Background: an optimization exercise with open tools, aiming at small area, a short achievable clock period and few clock cycles per item. Do not read the settings as production practice.
In this exercise RTL edits were held to simulation tests only and were not proved equivalent to the original.

==> flow/design.v (outline; a module is shown in full before it is edited, if it fits) <==
// module fullcon_seq_mac: 5806 lines
module fullcon_seq_mac #(
   parameter int DEPTH_IN     = 12,
   parameter int N_OUT        = 4,
   parameter int LANES        = 12,
   parameter int WIDTH_DATA   = 16,
   parameter int WIDTH_KERNEL = 8,
   parameter int RELU_EN      = 0
) (
   input  logic                                   clk,
   input  logic                                   rst,
   input  logic                                   in_valid,
   output logic                                   in_ready,
   input  logic [WIDTH_DATA*DEPTH_IN-1:0]         data_in,
   input  logic [WIDTH_KERNEL*DEPTH_IN*N_OUT-1:0] kernel_in,
   input  logic [(WIDTH_DATA+WIDTH_KERNEL+$clog2(DEPTH_IN)+1)*N_OUT-1:0] bias_in,
   output logic                                   out_valid,
   input  logic                                   out_ready,
   output logic [WIDTH_DATA+WIDTH_KERNEL+$clog2(DEPTH_IN):0] data_o,
   output logic [((N_OUT > 1) ? $clog2(N_OUT) : 1)-1:0] out_idx,
   output logic                                   out_last
);
  // ...
==> flow/flow/run.sh <==
#!/bin/bash
set -euo pipefail
export BUFFER_PORTS_ARGS="-buffer_cell sky130_fd_sc_hd__buf_1"
bash standard.sh finish > standard.log 2>&1
==> flow/standard.sh <==
#!/bin/bash
# synth_recipe.tcl (not shown) runs the flow's synth.tcl, then flattens the netlist and writes it again
# the make line also repeats each setting of config.mk as NAME=value (left out here)
make -C /OpenROAD-flow-scripts/flow DESIGN_CONFIG=/design/flow/config.mk WORK_HOME=/design/flow/orfs CLKGATE_MAP_FILE= SYNTH_SCRIPT=/design/flow/synth_recipe.tcl "${@:-finish}"
==> flow/config.mk <==
export PLATFORM = sky130hd
export DESIGN_NAME = fullcon_seq_mac
export DESIGN_NICKNAME = fullcon_seq_mac
export VERILOG_FILES = /design/flow/design.v
export SDC_FILE = /design/flow/constraint.sdc
export NUM_CORES = 4
export LEC_CHECK = 0
export CAP_MARGIN = 40
export CORE_MARGIN = 2
export CORE_UTILIZATION = 40
export SLEW_MARGIN = 65
==> flow/constraint.sdc <==
create_clock -name core_clock -period 12.0 [get_ports {clk}]
set_input_delay 2.4000 -clock core_clock [delete_from_list [all_inputs] [get_ports {clk}]]
set_output_delay 2.4000 -clock core_clock [all_outputs]
set_load 0.01 [all_outputs]
==> flow_summary.toml, run 1 <==
[outcome]
status = "complete, no violations"

[final_layout]
multi_input_area_mm2 = 0.0391
seq_cells = 1242
largest_reg_flops = 306
post-route-util_pct = 46.4

[routing]
ant_nets = 0
wl_met2_um = 124000
dr.pass1.iters = 8
wl_met1_um = 96300

[sta]
post-route-period-util_pct = 32.3
final-setup-viol-count = 0
maxSlewHeadroom_pct = 63.0

[global_route]
grt_pass1_vias = 52800
grt.busiest_layer = "met2"
grt_max_degree = 83

[synthesis]
synthMuxAreaShare_pct = 5.90
synth-edff-count = 769
yosysMostFrequentCell = "inv_1"
ys_top_cells_by_area = "edfxtp_1 (30%), fa_1 (21%), dfxtp_1 (12%)"
ys_seq_area_share_pct = 42.4

[clocking]
cts.repair.resized = 0
cts_tree = "built"

[placement]
portBuffers = 729
post-place-ws_ns = 7.56

[setup_path]
crit_cells = 1
slowest_delay_ns = 0.47
slowest_stage = "dfxtp_1"

[power]
Testbench counts, summed over its fixed seeds: cycles 1,568, items 1,536.
==> run 2: changes to the inputs <==
--- a/flow/design.v
+++ b/flow/design.v
@@ -29,39 +29,42 @@
    logic [3:0][WA-1:0]     bias_q;      
    logic                   vld_q;       
    logic [1:0]             n_q;         
    logic [S:0]             pv_q;        
    logic [QD-1:0][WA-1:0]  q_q;         
    logic [QD-1:0]          qt_q;        
    logic [QD-1:0]          ot_q;        
    logic                   ov_q;        
+   logic                   ovn_q;       
+   logic [QD-1:0]          qt;          
    logic [1:0]             oi_q;        
    logic                   last_q;      
    logic issue, accept, last_n, pop, push;
    logic issue_q, in_ready_q;           
    logic ld_n_q;                        
    logic vld_nx, room_nopop, room_pop, room_d, last_nx;
    logic [QD-1:0] ot_nopop, ot_pop, qt_nopop, qt_pop;
    assign last_n   = (n_q == 2'd3);
    assign issue    = issue_q;
    assign in_ready = in_ready_q;
    assign accept   = in_valid && in_ready;
-   assign pop      = ov_q && out_ready;
+   assign pop      = !ovn_q && out_ready;
+   assign qt       = {qt_q[QD-1:1], !ovn_q};
    assign pv_q[0]  = issue;
    assign push     = pv_q[S];
    assign vld_nx     = vld_q && !(issue && last_n);              
    assign last_nx    = ((n_q + 2'(issue)) == 2'd3);
    assign room_nopop = issue ? !ot_q[QD-2] : !ot_q[QD-1];        
    assign room_pop   = issue ? !ot_q[QD-1] : 1'b1;               
    assign room_d     = pop ? room_pop : room_nopop;
    assign ot_nopop   = issue ? {ot_q[QD-2:0], 1'b1} : ot_q;
    assign ot_pop     = issue ? ot_q : {1'b0, ot_q[QD-1:1]};
-   assign qt_nopop   = push ? {qt_q[QD-2:0], 1'b1} : qt_q;
-   assign qt_pop     = push ? qt_q : {1'b0, qt_q[QD-1:1]};
+   assign qt_nopop   = push ? {qt[QD-2:0], 1'b1} : qt;
+   assign qt_pop     = push ? qt : {1'b0, qt[QD-1:1]};
    always_ff @(posedge clk) begin
       if (rst) begin
          vld_q      <= 1'b0;
          n_q        <= 2'd0;
          issue_q    <= 1'b0;
          in_ready_q <= 1'b1;
          ld_n_q     <= 1'b0;
          ot_q       <= '0;
@@ -5765,39 +5768,41 @@
    assign result = row_a + row_b;
    always_ff @(posedge clk) begin
       if (rst) pv_q[S:1] <= '0;
       else     pv_q[S:1] <= pv_q[S-1:0];
    end
    logic [QD-1:0] wr_nopop, wr_pop;
    always_comb begin
       for (int e = 0; e < QD; e++) begin
-         wr_nopop[e] = push && ((e == 0) ? !qt_q[0] : (qt_q[e-1] && !qt_q[e]));
-         wr_pop[e]   = push && ((e == QD - 1) ? 1'b0 : (qt_q[e] && !qt_q[e+1]));
+         wr_nopop[e] = push && ((e == 0) ? !qt[0] : (qt[e-1] && !qt[e]));
+         wr_pop[e]   = push && ((e == QD - 1) ? 1'b0 : (qt[e] && !qt[e+1]));
       end
    end
    always_ff @(posedge clk) begin
       for (int e = 0; e < QD; e++) begin
          if (pop) begin
             if (e == QD - 1 || wr_pop[e]) q_q[e] <= result;
             else q_q[e] <= q_q[(e == QD - 1) ? e : e + 1];
          end else if (wr_nopop[e]) begin
             q_q[e] <= result;
          end
       end
    end
    always_ff @(posedge clk) begin
       if (rst) begin
          qt_q <= '0;
          ov_q <= 1'b0;
+         ovn_q <= 1'b1;
          oi_q <= 2'd0;
          last_q <= 1'b0;
       end else begin
          qt_q <= pop ? qt_pop : qt_nopop;
          ov_q <= pop ? qt_pop[0] : qt_nopop[0];
+         ovn_q <= !(pop ? qt_pop[0] : qt_nopop[0]);
          if (pop) begin
             oi_q   <= oi_q + 2'd1;
             last_q <= (oi_q == 2'd2);
          end
       end
    end
    assign out_valid = ov_q;
    assign data_o    = ((RELU_EN != 0) && q_q[0][WA-1]) ? '0 : q_q[0];
==> run 2 against run 1 <==
Against the previous run: routed wire length increased by 1.3%; flip-flop and latch count increased by 1; sequential share of layout area increased by 0.14 points; non-clock buffer count decreased by 11; cell area decreased by 0.33%; setup slack got worse by 0.16 ns; register-to-register slack got worse by 0.34 ns; clock-buffer cell count increased by 6; synthesized area about the same.
==> flow_summary.toml, run 2 <==
[outcome]
status = "complete, no violations"

[routing]
post_drt_wl_per_cell_um = 27.0
first_iter_violations = 5610
vias = 50600
wirelength_um = 258000
via_per_inst = 5.30
route.detailed.drc = 0
dr.pass1.iters = 9
ant_nets = 0

[floorplan]
core_mm2 = 0.191
die_w_um = 442
dieArea_mm2 = 0.196
fp.dieH_um = 442
io_pins = 730
placementRows = 160
start_util_pct = 40.3

[final_layout]
post-route-util_pct = 46.2
final_area_mm2 = 0.0881
area_delta_synth_final_pct = 14.7
largest_reg_flops = 306
fill_cells = 17500
nets = 8481
reg_top3 = "cs1_q x306, kern_q x288, data_q x192"
top_register = "cs1_q"
layout_common_cells = "inv_1 (841), fa_1 (810), edfxtp_1 (769)"
final_common_cell = "inv_1"
instances_no_fill = 9551
drive_above_1_share_pct = 12.9

[sta]
fin_setup_tns_ns = 0
maxSlewHeadroom_pct = 63.1
hold_viol = 0
slew_viol_final = 0
post-route-period-util_pct = 33.6
worst_pin_slew_ns = 0.552
fin_skew_ns = 0.0674
period_minus_slack_ns = 4.04
grt_setup_unrepaired = "false"
final-setup-viol-count = 0
clock.fmax_mhz = 248

[global_route]
grt_pass1_wl_um = 368000
track_usage_pct = 26.1
antenna_found_initial = 24
gr-total-overflow = 0
grt_pass1_vias = 51600
grt_max_degree = 84

[setup_path]
crit_path_end_kind = "flop"
critical_path.max_fanout = 59
crit_path_start_kind = "flop"
worstRegToRegCells = 13
rr_endpoint = "hd_two_q[26]"
reg2reg_slack_ns = 7.96
r2r_start = "ld_n_q"
endpoint = "hd_two_q[26]"
worstPathArrival_ns = 4.58
path_class = "reg2reg"
startpoint = "ld_n_q"
required_ns = 12.55

[synthesis]
netlist_instances = 6315
synth_flop_cell = "edfxtp_1"
synth_cell_types = 74
synthDominantCellAreaShare_pct = 30.1
ys_top_cells_by_area = "edfxtp_1 (30%), fa_1 (21%), dfxtp_1 (12%)"
ys_seq_elements = 1243
syn_nets = 7879
synth_top_area_cell = "edfxtp_1"
synth-edff-count = 769
yosys_warnings = 1
ys_seq_area_share_pct = 42.4
avgSynthCellArea_um2 = 12.2
yosys-top-cells-count = "inv_1 (844), fa_1 (810), edfxtp_1 (769)"
async_flop_share_pct = 0
yosysMostFrequentCell = "inv_1"
synthesis.area_mm2 = 0.0768

[clocking]
clkSinkCount = 1243
htreeDepth = 4
clk_pin_slew_worst_paths_ns = 0.07
clockBufferDepth = 3
cts.repair.resized = 0
cts_buffers = 140
postCtsSetupRepairBufs = 0
cts-hold-fix-buffers = 0
worst_skew_pair.late_latency_ns = 0.83
cts_tree = "built"
cts-root-buf = "clkbuf_16"

[placement]
gpl.final_weighted_congestion = 1.00
dp.cells = 9282
place_area_mm2 = 0.0832
portBuffers = 729
place_hpwl_um = 213000

[hold_path]
hold_class = "reg2reg"

[flow_run]
maxCapViolCount = 0
## run 2: cell count changes after synthesis, sizes merged, moves of 7 or more
cell / change
nor3: +11
nor2: +12
o21a: +8
nand2: -47
inv: +11
mux2i: -7
## run 2: final cells by class
class                           instances  area [µm²]  area share (%)
Tap cell                             2511        3140            3.57
Inverter                              847        3200            3.63
Clock inverter                         66         971            1.10
Multi-Input combinational cell       3659       38900            44.2
Antenna cell                            8        20.0          0.0227
Clock buffer                          191        3800            4.31
Timing Repair Buffer                 1026        5470            6.20
Sequential cell                      1243       32600            37.0
## run 2: layer usage
layer / share of wire, % / routed length, µm / global-route usage, %
met1: 39 / 100000 / 33.3
met2: 47 / 121000 / 42.0
met3: 7.9 / 20300 / 5.20
met4: 6.2 / 15900 / 13.8
met5: 0.076 / 195 / 0
## run 2: logic make-up (layout without fill, tap and decap cells)
group | after synthesis | in the layout | synth area share [%]
muxes | 410 | 410 | 5.87
other | 0 | 8 | 0
DFF | 1243 | 1243 | 42.4
adders and majority gates | 868 | 868 | 22.0
and+or+nand+nor | 415 | 415 | 2.34
AOI/OAI and AO/OA | 1085 | 1085 | 9.85
buffers and inverters | 1413 | 2130 | 7.43
xor gates and xnor gates | 881 | 881 | 10.1
## run 2: critical path, stage by stage (launching register included)
cell	delay [ns]
dfxtp_4	0.40
buf_12	0.19
buf_16	0.20
buf_8	0.40
buf_12	0.21
buf_16	0.27
buf_16	0.32
buf_12	0.22
buf_16	0.30
buf_16	0.33
mux2i_1	0.39
inv_1	0.14
nand3_1	0.08
o21ai_0	0.09
## run 2: how the worst min path moves through the flow
stage / from / end / slack (ns) / depth (start not counted)
2_1_floorplan: bias_q[26] / c2625 / 0.32 / 0
6_report: bias_q[1] / cs1_q[16] / 0.34 / 0
5_1_grt: bias_q[25] / cs1_q[305] / 0.35 / 0
4_1_cts: bias_q[1] / cs1_q[16] / 0.34 / 0
3_5_place_dp: bias_q[1] / cs1_q[16] / 0.33 / 0
3_3_place_gp: bias_q[25] / cs1_q[305] / 0.33 / 0
## run 2: metrics by stage
step,setup slack [ns],hold WS (ns)
floorplan,0.472,0.323
global placement,7.35,0.330
detailed placement,7.78,0.329
CTS,8.01,0.343
global route,7.76,0.354
finish,7.96,0.341
Testbench counts of run 2, summed over its fixed seeds: cycles 1,568, items 1,536.
==> run 3: changes to the inputs <==
--- a/flow/config.mk
+++ b/flow/config.mk
@@ -8,4 +8,5 @@
 export CAP_MARGIN = 40
 export CORE_MARGIN = 2
 export CORE_UTILIZATION = 40
+export PLACE_DENSITY = 0.7
 export SLEW_MARGIN = 65
==> run 3 against run 2 <==
Against the previous run: cell area about the same; synthesized cell count stayed put; global-route usage down 0.28 points; clock-buffer cell count is 12 lower; critical path depth fell by 1; register-to-register slack improved by 0.05 ns.
==> flow_summary.toml, run 3 <==
[placement]
gpl.final_weighted_congestion = 1.03
place_area_mm2 = 0.0831
place_hpwl_um = 210000
portBuffers = 729

[outcome]
status = "complete, no violations"

[setup_path]
slowest_delay_ns = 0.49
critical_path.max_fanout = 62
slowest_stage = "mux2i_1"
crit_family = "buffers and inverters"
critPathBufInv = 9
crit_path_start_kind = "flop"
path_class = "reg2reg"
required_ns = 12.58
cp_common_cell = "buf_16"
worstPathArrival_ns = 4.56
crit_path_end_kind = "flop"
path_cells = "buf_8, buf_16, buf_12, buf_16, buf_16, buf_12, buf_16, buf_16, mux2i_1, inv_1, nand3_1, o21ai_0"

[clocking]
postCtsSetupRepairBufs = 0
cts-hold-fix-buffers = 0
cts_buffers = 139
clockBufferDepth = 3
clkSinkCount = 1243
htreeDepth = 4
cts-root-buf = "clkbuf_16"
worst_skew_pair.late_latency_ns = 0.85
clk_pin_slew_worst_paths_ns = 0.06
cts.repair.resized = 0
cts_tree = "built"

[routing]
first_iter_violations = 6408
wirelength_um = 257000
via_per_inst = 5.37
dr.pass1.iters = 7
vias = 51300
ant_nets = 0
post_drt_wl_per_cell_um = 26.9
route.detailed.drc = 0

[sta]
post-route-period-util_pct = 33.2
hold_viol = 0
maxSlewHeadroom_pct = 61.6
worst_pin_slew_ns = 0.574
fin_skew_ns = 0.0917
clock.fmax_mhz = 251
grt_setup_unrepaired = "false"
period_minus_slack_ns = 3.98
fin_setup_tns_ns = 0
final-setup-viol-count = 0
slew_viol_final = 0

[floorplan]
io_pins = 730
fp.dieH_um = 442
dieArea_mm2 = 0.196
placementRows = 160
start_util_pct = 40.3
die_w_um = 442
core_mm2 = 0.191

[final_layout]
drive_above_1_share_pct = 13.1
final_common_cell = "inv_1"
area_delta_synth_final_pct = 14.6
final-seq-area_mm2 = 0.0326
reg_top3 = "cs1_q x306, kern_q x288, data_q x192"
top_register = "cs1_q"
layout_common_cells = "inv_1 (841), fa_1 (810), edfxtp_1 (769)"
largest_reg_flops = 306
nets = 8466
fill_cells = 17200
final_area_mm2 = 0.0881
multi_input_area_mm2 = 0.0390

[synthesis]
synth_top_area_cell = "edfxtp_1"
synthDominantCellAreaShare_pct = 30.1
synth_top_family_by_area = "adder cells"
synth_fa_ha_area_share_pct = 22.0
syn_nets = 7879
synthMuxAreaShare_pct = 5.87
yosys-top-cells-count = "inv_1 (844), fa_1 (810), edfxtp_1 (769)"
yosys.area_share.simple_pct = 2.34
ys_top_cells_by_area = "edfxtp_1 (30%), fa_1 (21%), dfxtp_1 (12%)"
synthesis.area_mm2 = 0.0768
yosysMostFrequentCell = "inv_1"
avgSynthCellArea_um2 = 12.2
ys_seq_elements = 1243
async_flop_share_pct = 0
synth_flop_cell = "edfxtp_1"
synth_compound_area_share_pct = 9.85
synth_cell_types = 74
synth-edff-count = 769
netlist_instances = 6315
synth-xor-area-share_pct = 10.1
ys_seq_area_share_pct = 42.4
yosys_warnings = 1

[global_route]
antenna_found_initial = 38
grt_pass1_vias = 52400
gr-total-overflow = 0
track_usage_pct = 25.8
grt_pass1_wl_um = 366000
grt_max_degree = 84

[hold_path]
hold_class = "reg2reg"

[flow_run]
maxCapViolCount = 0
-- run 3: stage by stage --
| step | hold slack [ns] | worst slack (ns) | cells | utilization (%) |
|---|---|---|---|---|
| global placement | 0.328 | 7.40 | 9013 | 42.2 |
| CTS | 0.339 | 8.13 | 9519 | 46.1 |
| finish | 0.337 | 8.02 | 9545 | 46.2 |
| detailed placement | 0.327 | 7.81 | 9262 | 43.6 |
| floorplan | 0.323 | 0.472 | 6315 | - |
| global route | 0.350 | 7.85 | 9541 | 46.2 |
-- run 3: kinds of logic after synthesis --
group / Yosys count
buffers and inverters: 1413
DFF: 1243
AOI/OAI and AO/OA: 1085
xor gates and xnor gates: 881
adders and majority gates: 868
and+or+nand+nor: 415
muxes: 410
-- run 3: layout make-up --
class                           instances  share of cell area, %
Clock buffer                          179                   4.32
Multi-Input combinational cell       3659                   44.2
Tap cell                             2511                   3.57
Clock inverter                         78                   1.10
Antenna cell                           16                 0.0455
Timing Repair Buffer                 1012                   6.12
Inverter                              847                   3.62
Sequential cell                      1243                   37.0
-- run 3: final timing paths --
kind	cells past startpoint	endpoint	slack, ns	startpoint
max	12	hd_two_q[22]	8.02	ld_n_q
min	0	cs1_q[305]	0.34	bias_q[25]
max reg2reg	12	hd_two_q[22]	8.02	ld_n_q
min reg2reg	0	cs1_q[305]	0.34	bias_q[25]
-- run 3: routing by layer --
metal / GRT usage (%) / vias to the layer above / share of wire, %
li1: - / 22200 / -
met4: 15.2 / 8 / 6.6
met3: 5.11 / 586 / 8.7
met1: 32.1 / 25600 / 38
met5: 0 / - / 0.021
met2: 41.8 / 2904 / 47

-- what the ideal ports hide --
In the flow no input, the clock included, has a driving cell. The finished layouts below were timed again as built, in two steps.
Step 1, drivers: a clkbuf_16 drives clk and a buf_2 each remaining input, both assumed.
Step 2 moves the port delays by t, midway between the first and last clock arrival at a register: inputs arrive t later, outputs are due t later. That takes back most of the time a late clock gives input paths.
Slacks: ideal ports / drivers / drivers and shift; pairs: ideal ports / drivers.
| run | t, ns | slack for setup (ns) | slew at the worst register clock pin (ns) |
|---|---|---|---|
| run 1 | 0.893 | 8.128 / 8.031 / 7.572 | 0.07 / 0.07 |
| run 2 | 0.891 | 7.964 / 7.964 / 7.799 | 0.07 / 0.07 |
| run 3 | 0.889 | 8.018 / 8.018 / 7.757 | 0.07 / 0.07 |
After both steps every run listed still meets setup and hold. For run 1, which loses most, drivers alone change the setup slack by -0.097 ns; drivers and shift together by -0.556 ns.
